This design comes from an exercise in tuning for small area on the open sky130 flow, not from production work.
Function was checked by simulation only, so behaviour that the tests miss may differ from the original.
No activity file was given, so power comes from the tool's default toggle rates.

==> inputs of exp/violet <==
## matrix_store_top
module matrix_store_top (
    input  logic                            clk,
    input  logic                            rst,
    input  logic                            wen_i,
    input  logic                            flush_i,
    input  logic [1:0]                      mode_i,
    input  logic [7:0]                      data_i,
    input  logic [7:0]                      read_id_a_i,
    input  logic [7:0]                      read_id_b_i,
    output logic [207:0]                    mat_a_o,    
    output logic [207:0]                    mat_b_o,
    output logic                            input_done_o,
    output logic                            error_o
);
    localparam int NUM_SLOTS = mstore_pkg::NUM_SLOTS;
    logic                                      commit_valid;
    logic [mstore_pkg::SHAPE_W-1:0]            commit_shape;
    logic [mstore_pkg::PMAT_W-1:0]             commit_data;
    logic [NUM_SLOTS-1:0]                      tbl_used;
    logic [NUM_SLOTS*mstore_pkg::ID_W-1:0]     tbl_id;
    logic [NUM_SLOTS*mstore_pkg::SHAPE_W-1:0]  tbl_shape;
    logic [NUM_SLOTS*mstore_pkg::PMAT_W-1:0]   tbl_ring;
    logic [mstore_pkg::SLOT_W-1:0]             tbl_phase;
    logic                                      tbl_pend;
    logic [mstore_pkg::SLOT_W-1:0]             tbl_pend_slot;
    entry_decoder u_entry_decoder (
        .clk            (clk),
        .rst            (rst),
        .wen_i          (wen_i),
        .flush_i        (flush_i),
        .mode_i         (mode_i),
        .data_i         (data_i),
        .commit_valid_o (commit_valid),
        .commit_shape_o (commit_shape),
        .commit_data_o  (commit_data),
        .input_done_o   (input_done_o),
        .error_o        (error_o)
    );
    slot_store u_slot_store (
        .clk            (clk),
        .rst            (rst),
        .commit_valid_i (commit_valid),
  ...
Settings: LEC_CHECK=0, CAP_MARGIN=20, CORE_MARGIN=2, CORE_UTILIZATION=45, SLEW_MARGIN=20; clock period 14.0 ns.
run.sh (not shown) runs the stock make flow with config.mk's settings and CLKGATE_MAP_FILE= SYNTH_SCRIPT=/design/flow/synth_recipe.tcl, a recipe that flattens the netlist after the stock synthesis.
==> exp/raven: changes against exp/violet <==
--- a/flow/design.v
+++ b/flow/design.v
@@ -30,20 +30,20 @@
     logic       st_getn_q, st_data_q, st_done_q, st_err_q;
     logic       valid_q;
     logic [2:0] rows_q, cols_q;
     logic [3:0] grp_q;                  
     logic [1:0] pos_q;
     logic [3:0] cur0_q, cur1_q;         
     logic [9:0] buf_q [NUM_GRP];        
     logic [3:0] last_q;                 
-    logic [3:0] nv_q;                   
     logic       st_idle;
     logic       is_input, is_ack, dim_ok, elem_ok;
     logic       take_rows, take_cols, take_elem, last_elem;
+    logic       clear_buf;
     logic [3:0] last_grp;
     logic [1:0] last_pos;
     logic [4:0] shape;
     logic [3:0] w0, w1, w2;
     logic [9:0] grp_word;
     assign st_idle  = !(st_getn_q || st_data_q || st_done_q || st_err_q);
     assign is_input = (mode_i == 2'b00);
     assign is_ack   = mode_i[1];
@@ -81,16 +81,17 @@
             6'd42: begin shape = 5'd22; last_grp = 4'd3; last_pos = 2'd0; end
             6'd43: begin shape = 5'd23; last_grp = 4'd4; last_pos = 2'd2; end
             6'd44: begin shape = 5'd24; last_grp = 4'd6; last_pos = 2'd1; end
             6'd45: begin shape = 5'd25; last_grp = 4'd8; last_pos = 2'd0; end
             default: ;
         endcase
     end
     assign last_elem = (grp_q == last_grp) && (pos_q == last_pos);
+    assign clear_buf = st_data_q && (flush_i || take_elem) && (grp_q == 4'd0) && (pos_q == 2'd0);
     assign w0 = (pos_q == 2'd0) ? data_i[3:0] : cur0_q;
     assign w1 = (pos_q == 2'd1) ? data_i[3:0] : ((pos_q == 2'd2) ? cur1_q : 4'd0);
     assign w2 = (pos_q == 2'd2) ? data_i[3:0] : 4'd0;
     always_comb begin
         case ({w2[3], w1[3], w0[3]})
             3'b000: grp_word = {w2[2:0], w1[2:0], 1'b0, w0[2:0]};
             3'b001: grp_word = {w2[2:0], w1[2:0], 1'b1, 2'b00, w0[0]};
             3'b010: grp_word = {w2[2:0], w0[2:1], w1[0], 1'b1, 2'b01, w0[0]};
@@ -160,33 +161,32 @@
                 pos_q <= pos_q + 1'b1;
             end
         end
         if (take_elem && pos_q == 2'd0) cur0_q <= data_i[3:0];
         if (take_elem && pos_q == 2'd1) cur1_q <= data_i[3:0];
         for (int k = 0; k < NUM_GRP; k++) begin
             if (take_elem && grp_q == 4'(k)) begin
                 buf_q[k] <= grp_word;
+            end else if (clear_buf) begin
+                buf_q[k] <= '0;
             end
         end
         if (take_elem && grp_q == 4'(NUM_GRP)) begin
             last_q <= data_i[3:0];
-        end
-        if (st_data_q && flush_i) begin
-            nv_q <= (pos_q == 2'd0) ? grp_q : grp_q + 1'b1;
-        end else if (take_elem && last_elem) begin
-            nv_q <= grp_q + 1'b1;
+        end else if (clear_buf) begin
+            last_q <= '0;
         end
     end
     assign commit_valid_o = valid_q;
     assign commit_shape_o = shape;
     for (genvar k = 0; k < NUM_GRP; k++) begin : g_buf
-        assign commit_data_o[k*10 +: 10] = (nv_q > 4'(k)) ? buf_q[k] : 10'd0;
+        assign commit_data_o[k*10 +: 10] = buf_q[k];
     end
-    assign commit_data_o[mstore_pkg::PMAT_W-1 -: 4] = (nv_q > 4'(NUM_GRP)) ? last_q : 4'd0;
+    assign commit_data_o[mstore_pkg::PMAT_W-1 -: 4] = last_q;
     assign input_done_o = st_done_q;
     assign error_o      = st_err_q;
 endmodule
 `default_nettype wire
 `default_nettype none
 module slot_store (
     input  logic                                                  clk,
     input  logic                                                  rst,
@@ -386,27 +386,64 @@
     logic              byp_a,  byp_b;
     logic [SLOT_W-1:0] pos_a,  pos_b;
     logic [SHAPE_W-1:0] fshape_a, fshape_b;
     logic [PMAT_W-1:0]  fdata_a,  fdata_b;
     assign byp_a = found_a_q && pend_i && (idx_a_q == pend_slot_i);
     assign byp_b = found_b_q && pend_i && (idx_b_q == pend_slot_i);
     assign pos_a = idx_a_q + phase_i;
     assign pos_b = idx_b_q + phase_i;
+    logic [NUM_SLOTS:0] dsel_a, dsel_b;
+    logic [NUM_SLOTS-1:0] ssel_a, ssel_b;
     always_comb begin
-        fshape_a = '0;
-        fshape_b = '0;
-        fdata_a  = {PMAT_W{byp_a}} & pend_data_i;
-        fdata_b  = {PMAT_W{byp_b}} & pend_data_i;
         for (int i = 0; i < NUM_SLOTS; i++) begin
-            fshape_a = fshape_a | ({SHAPE_W{found_a_q && idx_a_q == SLOT_W'(i)}} & shape_i[i*SHAPE_W +: SHAPE_W]);
-            fshape_b = fshape_b | ({SHAPE_W{found_b_q && idx_b_q == SLOT_W'(i)}} & shape_i[i*SHAPE_W +: SHAPE_W]);
-            fdata_a  = fdata_a | ({PMAT_W{found_a_q && !byp_a && pos_a == SLOT_W'(i)}} & ring_i[i*PMAT_W +: PMAT_W]);
-            fdata_b  = fdata_b | ({PMAT_W{found_b_q && !byp_b && pos_b == SLOT_W'(i)}} & ring_i[i*PMAT_W +: PMAT_W]);
+            dsel_a[i] = found_a_q && !byp_a && pos_a == SLOT_W'(i);
+            dsel_b[i] = found_b_q && !byp_b && pos_b == SLOT_W'(i);
+            ssel_a[i] = found_a_q && idx_a_q == SLOT_W'(i);
+            ssel_b[i] = found_b_q && idx_b_q == SLOT_W'(i);
+        end
+        dsel_a[NUM_SLOTS] = byp_a;
+        dsel_b[NUM_SLOTS] = byp_b;
+    end
+    function automatic logic ao17(input logic [NUM_SLOTS:0] s, input logic [NUM_SLOTS:0] d);
+        logic [5:0] g;
+        for (int j = 0; j < 6; j++) begin
+            g[j] = 1'b0;
+            for (int k = 0; k < 3; k++) begin
+                if (3*j + k <= NUM_SLOTS) g[j] = g[j] | (s[3*j+k] & d[3*j+k]);
+            end
+        end
+        ao17 = |g;
+    endfunction
+    function automatic logic ao16(input logic [NUM_SLOTS-1:0] s, input logic [NUM_SLOTS-1:0] d);
+        logic [5:0] g;
+        for (int j = 0; j < 6; j++) begin
+            g[j] = 1'b0;
+            for (int k = 0; k < 3; k++) begin
+                if (3*j + k < NUM_SLOTS) g[j] = g[j] | (s[3*j+k] & d[3*j+k]);
+            end
+        end
+        ao16 = |g;
+    endfunction
+    for (genvar b = 0; b < PMAT_W; b++) begin : g_dbit
+        logic [NUM_SLOTS:0] col;
+        for (genvar i = 0; i < NUM_SLOTS; i++) begin : g_c
+            assign col[i] = ring_i[i*PMAT_W + b];
+        end
+        assign col[NUM_SLOTS] = pend_data_i[b];
+        assign fdata_a[b] = ao17(dsel_a, col);
+        assign fdata_b[b] = ao17(dsel_b, col);
+    end
+    for (genvar b = 0; b < SHAPE_W; b++) begin : g_sbit
+        logic [NUM_SLOTS-1:0] col;
+        for (genvar i = 0; i < NUM_SLOTS; i++) begin : g_c
+            assign col[i] = shape_i[i*SHAPE_W + b];
         end
+        assign fshape_a[b] = ao16(ssel_a, col);
+        assign fshape_b[b] = ao16(ssel_b, col);
     end
     assign fetch_a = {fshape_a, fdata_a};
     assign fetch_b = {fshape_b, fdata_b};
     entry_unpack u_unpack_a (.ent_i(fetch_a), .mat_o(mat_a_o));
     entry_unpack u_unpack_b (.ent_i(fetch_b), .mat_o(mat_b_o));
 endmodule
 module entry_unpack (
     input  logic [mstore_pkg::ENT_W-1:0]  ent_i,
==> flow/flow/run.sh (new file) <==
#!/bin/bash
# The standard layout (standard.sh: the ORFS flow, standard synthesis),
# with three changes to how the layout is made, passed to ORFS through its
# own environment variables:
#  - the port buffers are the smallest buffer cell (buf_1) instead of the
#    default pick, every port still gets one;
#  - the clock tree uses clkbuf_8 and no dummy loads;
#  - after global routing, cells on paths with positive slack are sized down
#    (ORFS power recovery), which mostly undoes synthesis's upsizing.
# All tool output goes to logs in this folder (make's in flow_make.log, each
# ORFS step's in orfs/logs/).
set -euo pipefail
export BUFFER_PORTS_ARGS="-buffer_cell sky130_fd_sc_hd__buf_1"
export CTS_ARGS="-sink_clustering_enable -repair_clock_nets -dont_use_dummy_load -buf_list sky130_fd_sc_hd__clkbuf_8"
export RECOVER_POWER=100
bash standard.sh > flow_make.log 2>&1
==> flow/standard.sh (new file) <==
#!/bin/bash
# synth_recipe.tcl (not shown) runs the flow's synth.tcl, then flattens the netlist and writes it again
# the make line also repeats each setting of config.mk as NAME=value (left out here)
make -C /OpenROAD-flow-scripts/flow DESIGN_CONFIG=/design/flow/config.mk WORK_HOME=/design/flow/orfs CLKGATE_MAP_FILE= SYNTH_SCRIPT=/design/flow/synth_recipe.tcl "${@:-finish}"
removed: flow/run.sh
==> comparison table <==
|  | exp/raven | exp/violet |
|---|---|---|
| WP buf/inv | 4 | 3 |
| Part of the power in the clock network | 42.1% | 45.9% |
| Register share of total power | 56.3% | 50.4% |
| Mux share of post-synthesis cell area | 9.09% | 10.0% |
| Fill cell instance count of the final layout | 14900 | 14600 |
| Initial antenna violation count | 2 | 7 |
| Die area | 168000 um2 | 172000 um2 |
| Worst-case hold slack | 276 ps | 333 ps |
| FF+latch area | 38100 um2 | 38300 um2 |
| Combinational cell fraction of total power | 1.6% | 3.7% |
| Met2 wirelength from detailed routing | 130000 um | 129000 um |
| Clk power | 3820 uW | 5000 uW |
| TritonCTS Buffers | 305 | 181 |
| Clock network area share | 5.23% | 7.23% |
| HPWL Detailed | 171000 um | 165000 um |
| Number of cells in the finished layout apart from fillers | 9213 | 9249 |
| Cell Rows | 149 | 150 |
| Status | complete, but fails checks | no timing/DRC/antenna violations |
| Violated checks | max-capacitance violations, max-slew violations | - |
| Num tapcells | 2189 | 2204 |
| Synthesized-area fraction occupied by and/or/nand/nor cells | 10.0% | 10.4% |
| Share of synthesized cell area in full adder, half adder and majority cells | 0.785% | 0.782% |
| Maximum clock frequency | 82.8 MHz | 99.1 MHz |

==> re-timing with driven ports <==
The flow's constraints put no driver on any port. The routed layouts listed below were extracted and timed again, unchanged, in two steps. Step 1 (the two cells are an assumption about what drives the block):
set clk [get_ports {clk}]
set_driving_cell -lib_cell sky130_fd_sc_hd__clkbuf_16 $clk
set_driving_cell -lib_cell sky130_fd_sc_hd__buf_2 [delete_from_list [all_inputs] $clk]
Step 2 times the ports against the registers' clock, not the clock port: input delays grow and output delays shrink by t, the midpoint of the rising clock arrivals with the driver on. Slacks: ideal / step 1 / step 2; pairs: ideal / step 1.
| run | t (ns) | setup slack, ns | worst setup path at the end | worst register clock-pin slew, ns |
|---|---|---|---|---|
| exp/violet | 0.899 | 3.911 / 3.828 / 4.728 | register to output | 0.07 / 0.07 |
| exp/raven | 1.092 | 1.926 / 1.851 / 2.767 | register to register | 0.07 / 0.07 |
